Background: an optimization exercise with open tools, aiming at a short achievable clock period and few clock cycles. Do not read the settings as production practice.
Function was checked by simulation only, so behaviour that the tests miss may differ from the original.
Power figures rest on the tool's default switching activity, not on a simulated workload.

==> design.v <==
package pipePkg;
	localparam int DATA_W     = 16;
	localparam int REG_IDX_W  = 4;
	localparam int NREG       = 16;
	localparam int IMEM_DEPTH = 64;
	localparam int OFF_W      = 10;
	localparam int OP_MOV  = 31;
	localparam int OP_SUB3 = 30;
	localparam int OP_ADD4 = 29;
	localparam int OP_ADD1 = 28;
	localparam int RA_LSB  = 4;
	localparam int XA_LSB  = 0;
	localparam int CW_W = 11;
	typedef logic [DATA_W-1:0] dataT;
	typedef logic [OFF_W-1:0]  offT;
endpackage
`timescale 1ns/1ps
module apbHostPort
(
	input  logic        CLK,
	input  logic        RSTB,
	input  logic        PSEL,
	input  logic        PENABLE,
	input  logic        PWRITE,
	input  logic [11:0] PADDR,
	input  logic [31:0] PWDATA,
	output logic [31:0] PRDATA,
	output logic        PREADY,
	output logic        PSLVERR,
	input  logic        busy,        
	input  logic        busyRd,      
	input  logic        pcFlag,      
	input  logic [15:0] rfRdata,     
	output logic [3:0]  rfRaddr,
	output logic        hostImemSetup,
	output logic        imemWrSetup,     
	output logic        rfWe,
	output logic [15:0] rfWeOH,      
	output logic [15:0] rfWeOHNext,
	output logic [7:0]  imemRowHi,   
	output logic [7:0]  imemRowLo,
	output logic        imemWe,
	output logic        runStart,
	output logic [5:0]  wIdx,
	output logic [31:0] wData
);
	logic setup;
	logic inImem;
	logic inReg;
	logic isCtrl;
	logic isPc;
	logic err;
	logic wImemQ;
	logic wCtrlQ;
	logic wRegQ;
	logic hostRegSetup;
	logic [15:0] rdQ;
	logic [15:0] rdMux;
	assign setup  = PSEL & ~PENABLE;
	assign inImem = (PADDR[11:8] == 4'h0);
	assign inReg  = (PADDR[11:6] == 6'b0001_00);
	assign isCtrl = (PADDR[11:2] == 10'h080);
	assign isPc   = (PADDR[11:2] == 10'h081);
	assign err = ~(inImem | inReg | isCtrl | isPc)
		| ((inImem | inReg) & busy)
		| (isPc & PWRITE);
	assign rfRaddr = PADDR[5:2];
	always_comb
		for (int k = 0; k < 16; k++)
			rfWeOHNext[k] = hostRegSetup & (PADDR[5:2] == 4'(k));
	assign imemWrSetup   = setup & PWRITE & inImem;
	assign hostImemSetup = imemWrSetup & ~busy;
	assign hostRegSetup  = setup & PWRITE & inReg & ~busy;
	always_comb
	begin
		if (inReg)
			rdMux = rfRdata;
		else if (isCtrl)
			rdMux = {14'b0, busyRd, busyRd};
		else if (isPc)
			rdMux = {9'b0, pcFlag, 6'b0};
		else
			rdMux = '0;
	end
	always_ff @(posedge CLK or negedge RSTB)
	begin
		if (!RSTB)
		begin
			wImemQ  <= 1'b0;
			wCtrlQ  <= 1'b0;
			wRegQ   <= 1'b0;
			rfWeOH  <= '0;
			imemRowHi <= '0;
			imemRowLo <= '0;
		end
		else
		begin
			wImemQ <= hostImemSetup;
			wRegQ  <= hostRegSetup;
			wCtrlQ <= setup & PWRITE & isCtrl & PWDATA[0] & ~busy;
			rfWeOH <= rfWeOHNext;
			for (int k = 0; k < 8; k++)
			begin
				imemRowHi[k] <= hostImemSetup & (PADDR[7:5] == 3'(k));
				imemRowLo[k] <= hostImemSetup & (PADDR[4:2] == 3'(k));
			end
		end
	end
	always_ff @(posedge CLK)
	begin
		rdQ     <= rdMux;
		PSLVERR <= err;
		wIdx  <= PADDR[7:2];
		wData <= PWDATA;
	end
	assign PREADY = 1'b1;
	assign PRDATA = {16'b0, rdQ};
	assign imemWe   = wImemQ;
	assign rfWe     = wRegQ;
	assign runStart = wCtrlQ;
endmodule
`timescale 1ns/1ps
module instrFetch
(
	input  logic                 CLK,
	input  logic [7:0]           rowHi,
	input  logic [7:0]           rowLo,
	input  logic [pipePkg::CW_W-1:0] wWord,
	input  logic [5:0]           rdIdx,
	output logic [pipePkg::CW_W-1:0] rdWord
);
	logic [pipePkg::CW_W-1:0] imem [64];
	logic [pipePkg::CW_W-1:0] grp  [8];
	always_ff @(posedge CLK)
	begin
		for (int w = 0; w < 64; w++)
			if (rowHi[w / 8] && rowLo[w % 8])
				imem[w] <= wWord;
	end
	always_ff @(posedge CLK)
	begin
		for (int j = 0; j < 8; j++)
			grp[j] <= imem[{j[2:0], rdIdx[2:0]}];
	end
	assign rdWord = grp[rdIdx[5:3]];
endmodule
`timescale 1ns/1ps
module decodeRegFile
(
	input  logic                   CLK,
	input  logic                   RSTB,
	input  logic                   rfWe,           
	input  logic [15:0]            rfWeOH,         
	input  logic [15:0]            rfWeOHNext,     
	input  logic [3:0]             wIdx,
	input  pipePkg::dataT          wData,
	input  logic [3:0]             rfRaddr,
	output pipePkg::dataT          rfRdata,
	input  logic [16*4-1:0]        tSrcNext,       
	input  logic [16*pipePkg::OFF_W-1:0] tOff,
	input  logic                   tChange,        
	input  logic                   runPending,     
	input  logic                   tDone,          
	output logic                   applyNow
);
	localparam int OW = pipePkg::OFF_W;
	localparam int HW = pipePkg::DATA_W - OW;
	pipePkg::dataT regs [16];
	pipePkg::dataT shad [16];
	logic [15:0]   fresh;
	logic          applyQ;
	logic          replay;
	logic [3:0]    rpK;
	logic          rkV;
	logic [3:0]    rkK;
	logic [15:0]   rkOH;
	logic [15:0]   regEn;     
	pipePkg::dataT rkMux;
	logic          rvV;
	logic [3:0]    rvK;
	pipePkg::dataT rvVal;
	logic          s1V, s2V, s3V;
	logic [3:0]    s1K, s2K, s3K;
	pipePkg::dataT s1ValD;
	logic [9:0]    s1Val;
	logic [9:5]    s2Val;
	logic [HW-1:0] s1Hi, s2Hi, s3Hi;
	logic [HW-1:0] s2HiP1, s3HiP1;
	logic [HW-1:0] s2HiM1, s3HiM1;
	logic [15:0]   m1, m2, m3;   
	logic [3:0]    s1KD;
	logic [15:0]   c5;        
	logic [15:0]   c10;       
	assign rfRdata = regs[rfRaddr];
	always_comb
	begin
		rpK = 4'd0;
		for (int k = 15; k >= 0; k--)
			if (!fresh[k])
				rpK = 4'(k);
	end
	assign replay   = runPending & tDone & ~(&fresh) & ~rkV & ~rvV & ~s1V & ~s2V & ~s3V;
	assign applyNow = runPending & tDone & (&fresh) & ~rkV & ~rvV & ~s1V & ~s2V;
	assign s1ValD = rvV ? rvVal : wData;
	assign s1KD   = rvV ? rvK : wIdx;
	always_comb
	begin
		rkMux = '0;
		for (int k = 0; k < 16; k++)
			rkMux = rkMux | (regs[k] & {pipePkg::DATA_W{rkOH[k]}});
	end
	always_ff @(posedge CLK or negedge RSTB)
	begin
		if (!RSTB)
		begin
			rkV    <= 1'b0;
			rvV    <= 1'b0;
			s1V    <= 1'b0;
			s2V    <= 1'b0;
			s3V    <= 1'b0;
			fresh  <= '0;
			applyQ <= 1'b0;
			regEn  <= '0;
		end
		else
		begin
			rkV    <= replay;
			rvV    <= rkV;
			s1V    <= rvV | rfWe;
			s2V    <= s1V;
			s3V    <= s2V;
			applyQ <= applyNow;
			regEn  <= {16{applyNow}} | rfWeOHNext;
			if (tChange || applyQ)
				fresh <= '0;
			else if (s1V)
				fresh[s1K] <= 1'b1;
		end
	end
	always_ff @(posedge CLK)
	begin
		rkK    <= rpK;
		for (int k = 0; k < 16; k++)
			rkOH[k] <= (rpK == 4'(k));
		rvK    <= rkK;
		rvVal  <= rkMux;
		s1K    <= s1KD;
		for (int i = 0; i < 16; i++)
			m1[i] <= (rvV | rfWe) & (tSrcNext[i*4 +: 4] == s1KD);
		m2     <= m1;
		m3     <= m2;
		s1Val  <= s1ValD[9:0];
		s1Hi   <= s1ValD[pipePkg::DATA_W-1:OW];
		s2K    <= s1K;
		s2Val  <= s1Val[9:5];
		s2Hi   <= s1Hi;
		s2HiP1 <= s1Hi + HW'(1);
		s2HiM1 <= s1Hi - HW'(1);
		s3K    <= s2K;
		s3Hi   <= s2Hi;
		s3HiP1 <= s2HiP1;
		s3HiM1 <= s2HiM1;
	end
	for (genvar i = 0; i < 16; i++)
	begin : g_reg
		logic [4:0] lo5;
		logic       lo5c;
		logic [4:0] mid5;
		logic       mid5c;
		logic       sgn;
		addStage #(.W(5)) u_addLo (
			.a(s1Val[4:0]),
			.b(tOff[i*OW +: 5]),
			.cin(1'b0),
			.sum(lo5),
			.cout(lo5c)
		);
		addStage #(.W(5)) u_addMid (
			.a(s2Val[9:5]),
			.b(tOff[i*OW + 5 +: 5]),
			.cin(c5[i]),
			.sum(mid5),
			.cout(mid5c)
		);
		assign sgn = tOff[i*OW + OW - 1];
		always_ff @(posedge CLK)
		begin
			if (regEn[i])
				regs[i] <= rfWeOH[i] ? wData : shad[i];
			if (m1[i])
			begin
				shad[i][4:0] <= lo5;
				c5[i]        <= lo5c;
			end
			if (m2[i])
			begin
				shad[i][9:5] <= mid5;
				c10[i]       <= mid5c;
			end
			if (m3[i])
				shad[i][pipePkg::DATA_W-1:OW] <= (c10[i] == sgn) ? s3Hi : (c10[i] ? s3HiP1 : s3HiM1);
		end
	end
endmodule
`timescale 1ns/1ps
module subtractStage
(
	input  logic                     CLK,
	input  logic                     RSTB,
	input  logic                     hostImemSetup,  
	input  logic [5:0]               hostIdx,
	input  logic [pipePkg::CW_W-1:0] hostWord,
	input  logic                     imemWe,         
	input  logic [pipePkg::CW_W-1:0] fetchWord,      
	output logic [5:0]               fetchIdx,       
	output logic                     pDone,          
	output logic                     tChange,        
	output logic [16*4-1:0]          tSrc,
	output logic [16*4-1:0]          tSrcNext,
	output logic [16*pipePkg::OFF_W-1:0] tOff
);
	localparam int OW = pipePkg::OFF_W;
	typedef enum logic [2:0] {S_IDLE, S_F1, S_F2, S_F3, S_A1, S_HOSTW} stT;
	stT           st;
	logic [6:0]   p;
	logic [pipePkg::CW_W-1:0] cw;
	logic [5:0]   cwIdx;
	logic         cwWr;
	logic         cwSub;
	logic         cwAdd;
	logic [3:0]   cwRa;
	logic [3:0]   cwXa;
	logic         idxZero;    
	logic         idxEqP;
	logic         idxLtP;
	logic         fwdHit;     
	logic         fwdZero;    
	logic [3:0]   baseHSrc;   
	logic [OW-1:0] baseHOff;  
	logic [3:0]   baseBSrc;   
	logic [OW-1:0] baseBOff;
	logic [15:0]  tWe;        
	logic         accept;
	logic         restart;
	logic         a2V;
	logic [3:0]   a2Src;
	logic [OW-1:0] a2Off;
	logic [OW-1:0] a2C;
	logic         a2Wr;
	logic [3:0]   a2Ra;
	logic         a2Zero;
	logic [15:0]  a2OH;        
	logic         bV;
	logic [3:0]   bSrc;
	logic [OW-1:0] bOff;
	logic         bWr;
	logic [3:0]   bRa;
	logic         bZero;
	logic [15:0]  bOH;
	logic [OW-1:0] cOff;
	logic [OW-1:0] a2Sum;
	assign {cwWr, cwSub, cwAdd, cwRa, cwXa} = cw;
	assign pDone    = p[6] & ~a2V & ~bV;
	always_comb
		for (int i = 0; i < 16; i++)
			tSrcNext[i*4 +: 4] = tWe[i] ? (bOH[i] ? bSrc : 4'(i)) : tSrc[i*4 +: 4];
	assign tChange  = bV;
	assign accept  = ((st == S_HOSTW) && imemWe && (idxEqP || idxZero))
		|| ((st == S_A1) && !hostImemSetup);
	assign restart = (st == S_HOSTW) && imemWe && idxLtP && !idxZero;
	always_comb
	begin
		case ({cwSub, cwAdd})
			2'b10:   cOff = OW'(-3);
			2'b01:   cOff = OW'(4);
			2'b11:   cOff = OW'(1);
			default: cOff = '0;
		endcase
	end
	addStage #(.W(OW)) u_add (.a(a2Off), .b(a2C), .cin(1'b0), .sum(a2Sum), .cout());
	always_ff @(posedge CLK or negedge RSTB)
	begin
		if (!RSTB)
		begin
			st  <= S_IDLE;
			p   <= '0;
			a2V <= 1'b0;
			bV  <= 1'b0;
		end
		else
		begin
			if (accept)
				p <= {1'b0, cwIdx} + 7'd1;
			else if (restart)
				p <= '0;
			a2V <= accept;
			bV  <= a2V;
			if (hostImemSetup)
				st <= S_HOSTW;
			else
			begin
				case (st)
					S_IDLE:  st <= (!p[6] && !a2V && !bV) ? S_F1 : S_IDLE;
					S_F1:    st <= S_F2;
					S_F2:    st <= S_F3;
					S_F3:    st <= S_A1;
					default: st <= S_IDLE;
				endcase
			end
		end
	end
	always_ff @(posedge CLK)
	begin
		if (st == S_IDLE)
			fetchIdx <= p[5:0];
		if (hostImemSetup)
		begin
			cw      <= hostWord;
			cwIdx   <= hostIdx;
			idxZero <= (hostIdx == 6'd0);
			idxEqP  <= ({1'b0, hostIdx} == p);
			idxLtP  <= ({1'b0, hostIdx} < p);
			fwdHit  <= a2V & a2Wr & (a2Ra == hostWord[3:0]);
			fwdZero <= a2V & a2Zero;
		end
		else if (st == S_F2)
		begin
			cw      <= fetchWord;
			cwIdx   <= fetchIdx;
			idxZero <= (fetchIdx == 6'd0);
			idxEqP  <= 1'b1;
			idxLtP  <= 1'b0;
		end
		else if (st == S_F3)
		begin
			fwdHit  <= a2V & a2Wr & (a2Ra == cwXa);
			fwdZero <= a2V & a2Zero;
		end
		if (bV && bOH[hostWord[3:0]])
		begin
			baseHSrc <= bSrc;
			baseHOff <= bOff;
		end
		else if (bV && bZero)
		begin
			baseHSrc <= hostWord[3:0];
			baseHOff <= '0;
		end
		else
		begin
			baseHSrc <= tSrc[hostWord[3:0]*4 +: 4];
			baseHOff <= tOff[hostWord[3:0]*OW +: OW];
		end
		baseBSrc <= tSrc[cwXa*4 +: 4];
		baseBOff <= tOff[cwXa*OW +: OW];
		if (idxZero)
		begin
			a2Src <= cwXa;
			a2Off <= '0;
		end
		else if (fwdHit)
		begin
			a2Src <= bSrc;
			a2Off <= bOff;
		end
		else if (fwdZero)
		begin
			a2Src <= cwXa;
			a2Off <= '0;
		end
		else if (st == S_HOSTW)
		begin
			a2Src <= baseHSrc;
			a2Off <= baseHOff;
		end
		else
		begin
			a2Src <= baseBSrc;
			a2Off <= baseBOff;
		end
		a2C    <= cOff;
		a2Wr   <= cwWr;
		a2Ra   <= cwRa;
		a2Zero <= idxZero;
		for (int i = 0; i < 16; i++)
			a2OH[i] <= cwWr & (cwRa == 4'(i));
		bSrc  <= a2Src;
		bOff  <= a2Sum;
		bWr   <= a2Wr;
		bRa   <= a2Ra;
		bZero <= a2Zero;
		bOH   <= a2OH;
		tWe   <= {16{a2V}} & (a2OH | {16{a2Zero}});
		for (int i = 0; i < 16; i++)
		begin
			if (tWe[i])
			begin
				tSrc[i*4 +: 4]   <= bOH[i] ? bSrc : 4'(i);
				tOff[i*OW +: OW] <= bOH[i] ? bOff : '0;
			end
		end
	end
endmodule
`timescale 1ns/1ps
module addStage
#(
	parameter int W = 16
)
(
	input  logic [W-1:0] a,
	input  logic [W-1:0] b,
	input  logic         cin,
	output logic [W-1:0] sum,
	output logic         cout
);
	localparam int L = (W > 1) ? $clog2(W) : 1;
	logic [W-1:0] g [L+1];
	logic [W-1:0] p [L+1];
	logic [W-1:0] c;
	assign g[0] = a & b;
	assign p[0] = a ^ b;
	for (genvar l = 0; l < L; l++)
	begin : g_lvl
		for (genvar i = 0; i < W; i++)
		begin : g_bit
			if (i >= (1 << l))
			begin : g_comb
				assign g[l+1][i] = g[l][i] | (p[l][i] & g[l][i - (1 << l)]);
				assign p[l+1][i] = p[l][i] & p[l][i - (1 << l)];
			end
			else
			begin : g_pass
				assign g[l+1][i] = g[l][i];
				assign p[l+1][i] = p[l][i];
			end
		end
	end
	assign c    = g[L] | ({W{cin}} & p[L]);
	assign sum  = p[0] ^ {c[W-2:0], cin};
	assign cout = c[W-1];
endmodule
`timescale 1ns/1ps
module pipeTop
(
	input  logic        CLK,
	input  logic        RSTB,
	input  logic        PSEL,
	input  logic        PENABLE,
	input  logic        PWRITE,
	input  logic [11:0] PADDR,
	input  logic [31:0] PWDATA,
	output logic [31:0] PRDATA,
	output logic        PREADY,
	output logic        PSLVERR
);
	logic        busy;
	logic        busyRd;
	logic        pcFlag;
	logic        applyNow;
	logic [15:0] rfRdata;
	logic [3:0]  rfRaddr;
	logic        hostImemSetup;
	logic        imemWrSetup;
	logic        rfWe;
	logic [15:0] rfWeOH;
	logic [15:0] rfWeOHNext;
	logic [7:0]  imemRowHi;
	logic [7:0]  imemRowLo;
	logic        imemWe;
	logic        runStart;
	logic [5:0]  wIdx;
	logic [31:0] wData;
	logic [pipePkg::CW_W-1:0] hostWord;
	logic [pipePkg::CW_W-1:0] wWord;
	logic [pipePkg::CW_W-1:0] fetchWord;
	logic [5:0]  fetchIdx;
	logic        pDone;
	logic        tChange;
	logic [16*4-1:0] tSrc;
	logic [16*4-1:0] tSrcNext;
	logic [16*pipePkg::OFF_W-1:0] tOff;
	assign hostWord = {(|PWDATA[31:28]), PWDATA[30] | PWDATA[28], PWDATA[29] | PWDATA[28], PWDATA[7:0]};
	assign wWord    = {(|wData[31:28]), wData[30] | wData[28], wData[29] | wData[28], wData[7:0]};
	assign busyRd = busy & ~applyNow;
	always_ff @(posedge CLK or negedge RSTB)
	begin
		if (!RSTB)
		begin
			busy   <= 1'b0;
			pcFlag <= 1'b0;
		end
		else
		begin
			if (runStart)
				busy <= 1'b1;
			else if (applyNow)
				busy <= 1'b0;
			if (applyNow)
				pcFlag <= 1'b1;
		end
	end
	apbHostPort u_apbHostPort (
		.CLK, .RSTB, .PSEL, .PENABLE, .PWRITE, .PADDR, .PWDATA,
		.PRDATA, .PREADY, .PSLVERR,
		.busy, .busyRd, .pcFlag, .rfRdata, .rfRaddr,
		.hostImemSetup, .imemWrSetup, .rfWe, .rfWeOH, .rfWeOHNext, .imemRowHi, .imemRowLo, .imemWe, .runStart, .wIdx, .wData
	);
	instrFetch u_instrFetch (
		.CLK, .rowHi(imemRowHi), .rowLo(imemRowLo), .wWord,
		.rdIdx(fetchIdx), .rdWord(fetchWord)
	);
	subtractStage u_compiler (
		.CLK, .RSTB, .hostImemSetup(imemWrSetup), .hostIdx(PADDR[7:2]), .hostWord,
		.imemWe, .fetchWord, .fetchIdx, .pDone, .tChange, .tSrc, .tSrcNext, .tOff
	);
	decodeRegFile u_regFile (
		.CLK, .RSTB, .rfWe, .rfWeOH, .rfWeOHNext, .wIdx(wIdx[3:0]), .wData(wData[15:0]),
		.rfRaddr, .rfRdata, .tSrcNext, .tOff, .tChange,
		.runPending(busy), .tDone(pDone), .applyNow
	);
endmodule
==> flow/run.sh <==
#!/bin/bash
# Layout flow: the standard flow, with two changes after synthesis.
#  - Port buffers are buf_4 cells (buffer_ports otherwise picks a delay cell).
#  - Timing repair may resize a cell into another footprint, so those port
#    buffers and other cells can be swapped for faster ones.
# Synthesis is the standard one, run unchanged.
set -o pipefail

bash standard.sh synth > synth.log 2>&1 || { echo "synthesis failed"; exit 1; }

sed -e 's|"\${@:-finish}"|MATCH_CELL_FOOTPRINT=0 BUFFER_PORTS_ARGS="-buffer_cell sky130_fd_sc_hd__buf_4" "${@:-finish}"|' standard.sh > layout.sh
grep -q 'MATCH_CELL_FOOTPRINT=0' layout.sh || { echo "could not set the layout options"; exit 1; }

bash layout.sh > layout.log 2>&1 || { echo "layout failed"; exit 1; }
==> standard.sh <==
#!/bin/bash
# synth_recipe.tcl (not shown) runs the flow's synth.tcl, then flattens the netlist and writes it again
# the make line also repeats each setting of config.mk as NAME=value (left out here)
make -C /OpenROAD-flow-scripts/flow DESIGN_CONFIG=/design/flow/config.mk WORK_HOME=/design/flow/orfs CLKGATE_MAP_FILE= SYNTH_SCRIPT=/design/flow/synth_recipe.tcl "${@:-finish}"
==> config.mk <==
export PLATFORM = sky130hd
export DESIGN_NAME = pipeTop
export DESIGN_NICKNAME = pipeTop
export VERILOG_FILES = /design/flow/design.v
export SDC_FILE = /design/flow/constraint.sdc
export NUM_CORES = 4
export LEC_CHECK = 0
export ABC_CLOCK_PERIOD_IN_PS = 1400
export CAP_MARGIN = 20
export CORE_MARGIN = 2
export CORE_UTILIZATION = 62
export CTS_BUF_LIST = sky130_fd_sc_hd__clkbuf_16
export CTS_CLUSTER_DIAMETER = 60
export CTS_CLUSTER_SIZE = 24
export SETUP_SLACK_MARGIN = 2.1
export SLEW_MARGIN = 20
export TNS_END_PERCENT = 100
==> constraint.sdc <==
create_clock -name core_clock -period 4.0 [get_ports {CLK}]
set_input_delay 0.8000 -clock core_clock [delete_from_list [all_inputs] [get_ports {CLK}]]
set_output_delay 0.8000 -clock core_clock [all_outputs]
set_load 0.01 [all_outputs]
==> results of run 1 <==
==> timing repair <==
item                                    in CTS  in global routing
endpoints found under the setup margin     980                407
hold buffers                                 1                  0
gates cloned                                29                 16
pin swaps                                   57                130
setup buffers                              134                114
endpoints found under the hold margin       25                  0
resized for setup                          398                366
==> registers in the layout, summed over array words and instances (netlist names), 16 cells and up <==
name,count
u_apbHostPort.wData,20
u_regFile.regEn,16
u_apbHostPort.rfWeOH,16
u_regFile.fresh,16
u_regFile.shad,256
u_regFile.rkOH,16
u_compiler.bOH,16
u_compiler.a2OH,16
u_compiler.tWe,16
u_instrFetch.grp,88
u_apbHostPort.rdQ,16
u_regFile.rvVal,16
u_compiler.tOff,160
u_regFile.m2,16
u_instrFetch.imem,704
u_regFile.c5,16
u_regFile.m3,16
u_regFile.c10,16
u_regFile.regs,256
u_compiler.tSrc,64
u_regFile.m1,16
==> routing by layer <==
layer | wire length, um | part of all wire (%)
met5 | 98 | 0.034
met4 | 11340 | 3.9
met3 | 43280 | 15
met2 | 124600 | 43
met1 | 111900 | 38
==> report_power, final <==
part	switching, uW	internal (uW)
sequential	1960	23500
clock	7770	7570
combinational	8360	6600
total	18100	37700
==> kinds of logic after synthesis <==
family | count (synthesis)
flip-flops | 1977
other | 2
AO/OA/AOI/OAI | 1095
multiplexers | 706
AND/OR/NAND/NOR | 1362
buffers and inverters | 567
XOR/XNOR | 166
adder cells (fa/ha/maj) | 218
==> area by class of cell <==
cell class / count / area, um^2
sequential: 1977 / 54600
fill: 8893 / 37700
multi-input combinational: 3573 / 30550
timing repair buffer: 443 / 5121
clock buffer: 152 / 3804
tap: 1781 / 2228
clock inverter: 114 / 1055
inverter: 181 / 732.0
antenna: 6 / 15.01
timing repair inverter: 1 / 5.005
==> layout by cell type, fill, tap and decap left out, drive strengths merged, types with 65 or more instances in the layout <==
| cell | instances |
|---|---|
| edfxtp | 1436 |
| nor2 | 581 |
| dfxtp | 454 |
| buf | 414 |
| mux2 | 359 |
| and2 | 236 |
| a21oi | 232 |
| inv | 228 |
| mux4 | 195 |
| ha | 186 |
| clkbuf | 180 |
| o21ai | 171 |
| nand2 | 159 |
| xnor2 | 155 |
| mux2i | 152 |
| a22o | 104 |
| nand2b | 104 |
| a221oi | 104 |
| o22ai | 102 |
| dfrtp | 87 |
| a211oi | 84 |
| nor2b | 71 |
| nand3 | 69 |
| nor3 | 65 |
==> worst paths after layout <==
kind                                             start                               to  cells after the start
hold reg to reg            u_compiler.a2Src[2]$_DFF_P_       u_compiler.bSrc[2]$_DFF_P_                      0
setup reg to reg            u_regFile.s2Val[5]$_DFF_P_      u_regFile.c10[11]$_DFFE_PP_                     10
min in group asynchronous                         RSTB          u_regFile.rkV$_DFF_PN0_                      2
hold / removal                              PWDATA[10]  u_apbHostPort.wData[10]$_DFF_P_                      1
setup / recovery            u_regFile.s2Val[5]$_DFF_P_      u_regFile.c10[11]$_DFFE_PP_                     10
max in group asynchronous                         RSTB     u_regFile.regEn[2]$_DFF_PN0_                      3
==> metrics by stage <==
step | power (uW) | hold WS (ns) | utilization, %
finish | 55790 | 0.09666 | 72.24
CTS | 53400 | 0.06153 | 70.08
global route | 57200 | 0.08405 | 72.23
detailed placement | 36480 | 0.3121 | 64.32
global placement | 36290 | 0.3097 | 64.31
floorplan | 32360 | 0.3095 | -
==> flow_summary.toml, run 1 <==
[logic_synthesis]
ys_types = 77
yosysWarnings = 15
synthFlopType = "edfxtp_1"
synth_compound_area_share_pct = 8.723
synth_top_family_by_area = "multiplexers"
synth_most_common_cell = "edfxtp_1"
synth_area_leader_cell = "edfxtp_1"
syn_area_um2 = 85030
syn_area_per_cell_um2 = 13.95
synth_edf_count = 1436
synthAdderAreaFrac_pct = 3.490
synth-xor-area-share_pct = 1.710
synth_common_cells = "1436 x edfxtp_1, 581 x nor2_1, 454 x dfxtp_1"
yosys.area_share.simple_pct = 7.705
ys_ff_latch = 1977
synthArstFlopShare_pct = 4.401
synth_mux_area_share_pct = 11.71
yosys-top-cells-area = "edfxtp_1 51%, dfxtp_1 11%, mux4_2 5.2%"
synth_top_area_share_pct = 50.71
ys_seq_area_share_pct = 63.96
syn_inst = 6093

[setup_path]
required_ns = 4.56
critical_path_class = "reg2reg"
crit_chain = "clkbuf_16 -> buf_4 -> ha_4 -> a21o_1 -> a21oi_4 -> buf_12 -> nor2b_2 -> o21a_2 -> o21ai_1 -> nand2b_1"
rrSetupSlack_ns = 1.82
crit_path_top_delay_cell = "dfxtp_4"
worstSetupStartpointType = "flop"
cp-end-kind = "flop"
crit_buf_inv = 3
cp_slowest_stage_delay_ns = 0.40
crit_family = "compound AO/OA/AOI/OAI gates"
path_max_fanout = 4
critical_path_arrival_ns = 2.73

[final_layout]
final_area_um2 = 98110
final-instance-count-excl-fill = 8228
layout-drive-gt1-share_pct = 27.51
area_growth_pct = 15.38
layout.nets = 6587

[floorplanning]
core_area_um2 = 135800
ios = 83
die_w_um = 374.3
die_h_um = 374.3
start_util_pct = 62.61
fp-row-count = 135
dieArea_um2 = 140100

[sta]
skew_ns = 0.04196
setup-tns-final_ns = 0
rsz0062_at_grt = "true"
tightest_slew_ns = 1.417
period_needed_ns = 2.175
timing.final.ws_setup_ns = 1.825
max_freq_mhz = 459.7
final-max-slew-violation-count = 0
setup_viol = 0
timing.final.crit_share_pct = 54.38
final-hold-violation-count = 0
relSlewSlack_pct = 5.414

[place]
place_area_um2 = 87350
dp.cells = 7662
gp_routability_congestion = 0.9836
port_buffers = 51
place_ws_ns = 0.7864
place_hpwl_um = 184600

[route]
vias_per_cell = 6.912
vias = 56880
drt_first_pass_iters = 8
drtIter0Drc = 9550
routed_wl_um = 291200
antenna_left = 0
wl_per_cell_um = 35.39
drc = 0

[cts]
clkSinkCount = 1977
clk_latency_ns = 0.81
ctsRootBufferMaster = "clkbuf_16"
cts-htree-levels = 4
tritoncts.num_buffers = 143
max-clock-path-buffers = 3
path_clk_slew_ns = 0.08
cts_tree = "built"

[pwr]
ir_drop_mv = 0.5115
leakage_uw = 0.03559
powerDensity_nw_per_um2 = 568.6

[global_routing]
grt_max_degree = 82
grt_util_met3_pct = 12.85
busiest_layer = "met1"
globalRouteOverflowTotal = 0
use_met2_pct = 57.61
grtUsageMet1_pct = 58.50
antenna_found_initial = 19
grt_pass1_vias = 52640
grt_pass1_wl_um = 395600
grt_usage_pct = 40.20

[flow_run]
drv_cap = 0

[hold_path]
hold_class = "in2reg"

[outcome]
status = "timing/DRC/antenna clean"
Testbench counts, summed over its fixed seeds: cycles 10,816.
==> run 2, diff against run 1 <==
--- a/config.mk
+++ b/config.mk
@@ -5,10 +5,10 @@
 export SDC_FILE = /design/flow/constraint.sdc
 export NUM_CORES = 4
 export LEC_CHECK = 0
-export ABC_CLOCK_PERIOD_IN_PS = 1400
+export ABC_CLOCK_PERIOD_IN_PS = 1800
 export CAP_MARGIN = 20
 export CORE_MARGIN = 2
-export CORE_UTILIZATION = 62
+export CORE_UTILIZATION = 56
 export CTS_BUF_LIST = sky130_fd_sc_hd__clkbuf_16
 export CTS_CLUSTER_DIAMETER = 60
 export CTS_CLUSTER_SIZE = 24
==> run 2 against run 1 <==
- power is 5.2% higher
- largest power group unchanged
- wire length is 6.6% higher
- critical path type is now in2reg
- clock-buffer cell count is 1 higher
- global-route usage is 1.6 points lower
==> flow_summary.toml, run 2 <==
[logic_synthesis]
ys_ff_latch = 1977
synth_edf_count = 1436
synthAdderAreaFrac_pct = 3.490
synth_mux_area_share_pct = 11.71
syn_inst = 6093
synth_area_leader_cell = "edfxtp_1"
yosysWarnings = 15
yosys.area_share.simple_pct = 7.705
synth-xor-area-share_pct = 1.710
syn_area_per_cell_um2 = 13.95
synth_most_common_cell = "edfxtp_1"
synth_top_family_by_area = "multiplexers"
ys_types = 77
synthFlopType = "edfxtp_1"
synth_common_cells = "1436 x edfxtp_1, 581 x nor2_1, 454 x dfxtp_1"
synth_top_area_share_pct = 50.71
synth_compound_area_share_pct = 8.723
ys_seq_area_share_pct = 63.96
yosys-top-cells-area = "edfxtp_1 51%, dfxtp_1 11%, mux4_2 5.2%"
synthArstFlopShare_pct = 4.401
syn_area_um2 = 85030

[cts]
max-clock-path-buffers = 3
clk_latency_ns = 0.81
tritoncts.num_buffers = 146
path_clk_slew_ns = 0.08
clkSinkCount = 1977
cts_tree = "built"
ctsRootBufferMaster = "clkbuf_16"
cts-htree-levels = 4

[setup_path]
path_max_fanout = 65
worstSetupStartpointType = "input port"
cp-end-kind = "flop"
reg2reg_from = "u_regFile.s2Val[5]$_DFF_P_"
required_ns = 4.67
r2r_cells = 9
rrSetupSlack_ns = 1.85
critical_path_arrival_ns = 2.84
r2r-end = "u_regFile.c10[14]$_DFFE_PP_"
critical_path_class = "in2reg"

[place]
place_hpwl_um = 195900
port_buffers = 51
place_area_um2 = 88000
dp.cells = 7942
gp_routability_congestion = 0.9771

[hold_path]
worstHoldStart = "PWDATA[11]"
hold_depth = 1
min_delay_worst_endpoint = "u_apbHostPort.wData[11]$_DFF_P_"
hold_class = "in2reg"

[route]
drc = 0
antenna_left = 0
drt_first_pass_iters = 7
drtIter0Drc = 8729
wl_per_cell_um = 36.21
vias = 57710
routed_wl_um = 310300
vias_per_cell = 6.733

[pwr]
combPwrFrac_pct = 29.7
powerDensity_nw_per_um2 = 581.5
power_frac_seq_pct = 43.2
leakage_uw = 0.03654
p_sw_share_pct = 33.19
p_clk_share_pct = 27.1
switching_power_uw = 19480
internal_power_uw = 39210
ir_drop_mv = 0.4489

[sta]
max_freq_mhz = 460.0
tightest_slew_ns = 1.339
setup_viol = 0
period_needed_ns = 2.174
rsz0062_at_grt = "true"
skew_ns = 0.03014
setup-tns-final_ns = 0
final-max-slew-violation-count = 0
timing.final.crit_share_pct = 54.35
relSlewSlack_pct = 10.62
final-hold-violation-count = 0

[global_routing]
grt_max_degree = 82
grt_usage_pct = 38.56
antenna_found_initial = 20
grt_pass1_wl_um = 417700
globalRouteOverflowTotal = 0
grt_pass1_vias = 53340

[final_layout]
area_growth_pct = 18.70
layout.nets = 6686
regMostFlops = "u_instrFetch.imem"
layout-drive-gt1-share_pct = 30.85
final_common_cell = "edfxtp_1"
largest_reg_flops = 704
final_area_um2 = 100900
fin_util_pct = 67.14
top_regs = "u_instrFetch.imem x704, u_regFile.regs x256, u_regFile.shad x256"
fill_cells = 10730
final-instance-count-excl-fill = 8570
final_cell_mix = "1436 x edfxtp_1, 503 x nor2_1, 394 x dfxtp_1"

[floorplanning]
die_w_um = 393.7
die_h_um = 393.7
dieArea_um2 = 155000
start_util_pct = 56.57
ios = 83
core_area_um2 = 150300
fp-row-count = 142

[flow_run]
drv_cap = 0

[outcome]
status = "timing/DRC/antenna clean"
-- run 2: cell counts after synthesis --
No cell type changed its count.
-- run 2: worst max-delay path, cell delays in order --
cell and delay (ns):
buf_4 0.14, buf_12 0.34, mux4_2 0.58, mux2_2 0.29, a21oi_1 0.41, a21oi_2 0.10
-- run 2: layer usage --
metal / vias to the layer above / GRT usage, % / routed length, um
met2: 4102 / 55.45 / 132300
met4: 8 / 13.52 / 13020
met3: 706 / 10.25 / 40470
met1: 29290 / 56.75 / 124500
met5: - / 0 / 57
li1: 23600 / - / -
-- run 2: worst max path at each step --
| stage | from | to | slack, ns | cells past startpoint |
|---|---|---|---|---|
| floorplan | PADDR[8] | u_compiler.idxZero$_DFFE_PP_ | 1.58 | 6 |
| global placement | PADDR[8] | u_compiler.p[3]$_DFFE_PN0P_ | 0.85 | 5 |
| detailed placement | PADDR[8] | u_compiler.p[3]$_DFFE_PN0P_ | 0.81 | 5 |
| CTS | u_compiler.bOH[15]$_DFF_P_ | u_compiler.baseHOff[9]$_DFF_P_ | 1.84 | 6 |
| global route | u_regFile.s2Val[5]$_DFF_P_ | u_regFile.c10[11]$_DFFE_PP_ | 1.82 | 9 |
| finish | PWDATA[0] | u_compiler.baseHOff[7]$_DFF_P_ | 1.83 | 6 |
-- run 2: area by class of cell --
| cell class | instances | area (um^2) | area share, % |
|---|---|---|---|
| inverters | 181 | 735.7 | 0.7290 |
| clock buffers | 153 | 3829 | 3.794 |
| multi-input cells | 3571 | 31680 | 31.39 |
| clock inverters | 121 | 1265 | 1.253 |
| diodes | 9 | 22.52 | 0.02232 |
| well taps | 2016 | 2522 | 2.499 |
| repair buffers | 542 | 6321 | 6.263 |
| flip-flops and latches | 1977 | 54550 | 54.05 |
-- run 2: through the flow --
stage / total power [uW] / hold slack [ns] / worst slack [ns]
5_1_grt: 60190 / 0.06334 / 1.822
3_5_place_dp: 36870 / 0.3121 / 0.8139
4_1_cts: 55430 / 0.05057 / 1.841
3_3_place_gp: 36730 / 0.3104 / 0.8464
6_report: 58690 / 0.08495 / 1.826
2_1_floorplan: 32360 / 0.3095 / 1.581
-- run 2: power groups by stage --
| stage | clock network, uW | registers, uW | logic, uW |
|---|---|---|---|
| after floorplan | 0 | 24600 | 7730 |
| after global placement | 0 | 25800 | 10900 |
| after detailed placement | 0 | 25900 | 11000 |
| after CTS | 16000 | 25200 | 14200 |
| after global routing | 16700 | 25400 | 18000 |
| final | 15900 | 25400 | 17400 |
-- run 2: repair_timing --
action | CTS | global route
hold buffers | 1 | 0
setup buffers | 171 | 120
endpoints found under the hold margin | 30 | 0
cloned | 33 | 20
pin swaps | 137 | 252
resized for setup | 533 | 490
endpoints found under the setup margin | 623 | 485
-- run 2: cell families after synthesis --
kind of cell             after synthesis
XOR/XNOR                             166
multiplexers                         706
buffers and inverters                567
AND/OR/NAND/NOR                     1362
other                                  2
flip-flops                          1977
adder cells (fa/ha/maj)              218
AO/OA/AOI/OAI                       1095

## port drivers added, routing unchanged
The results above use ideal ports. As a check the final layouts listed here were re-extracted and re-timed, cells and wires unchanged.
Step 1 (the two cells are an assumption about what drives the block):
set clk [get_ports {CLK}]
set_driving_cell -lib_cell sky130_fd_sc_hd__clkbuf_16 $clk
set_driving_cell -lib_cell sky130_fd_sc_hd__buf_2 [delete_from_list [all_inputs] $clk]
Step 2 also shifts input and output timing later by t, the mid clock arrival at the registers, as if the neighbouring blocks saw the same clock.
Slacks: no drivers / after step 1 / after step 2; pairs: no drivers / after step 1.
run	t (ns)	slack for setup (ns)	worst setup path after step 2	worst register clock-pin slew, ns
run 1	0.867	1.825 / 1.811 / 1.118	input to register	0.09 / 0.09
run 2	0.887	1.826 / 1.791 / 0.936	input to register	0.10 / 0.10
After both steps setup and hold are still met in every run listed. For run 2, which loses most, drivers alone change the setup slack by -0.035 ns; drivers and shift together by -0.890 ns.
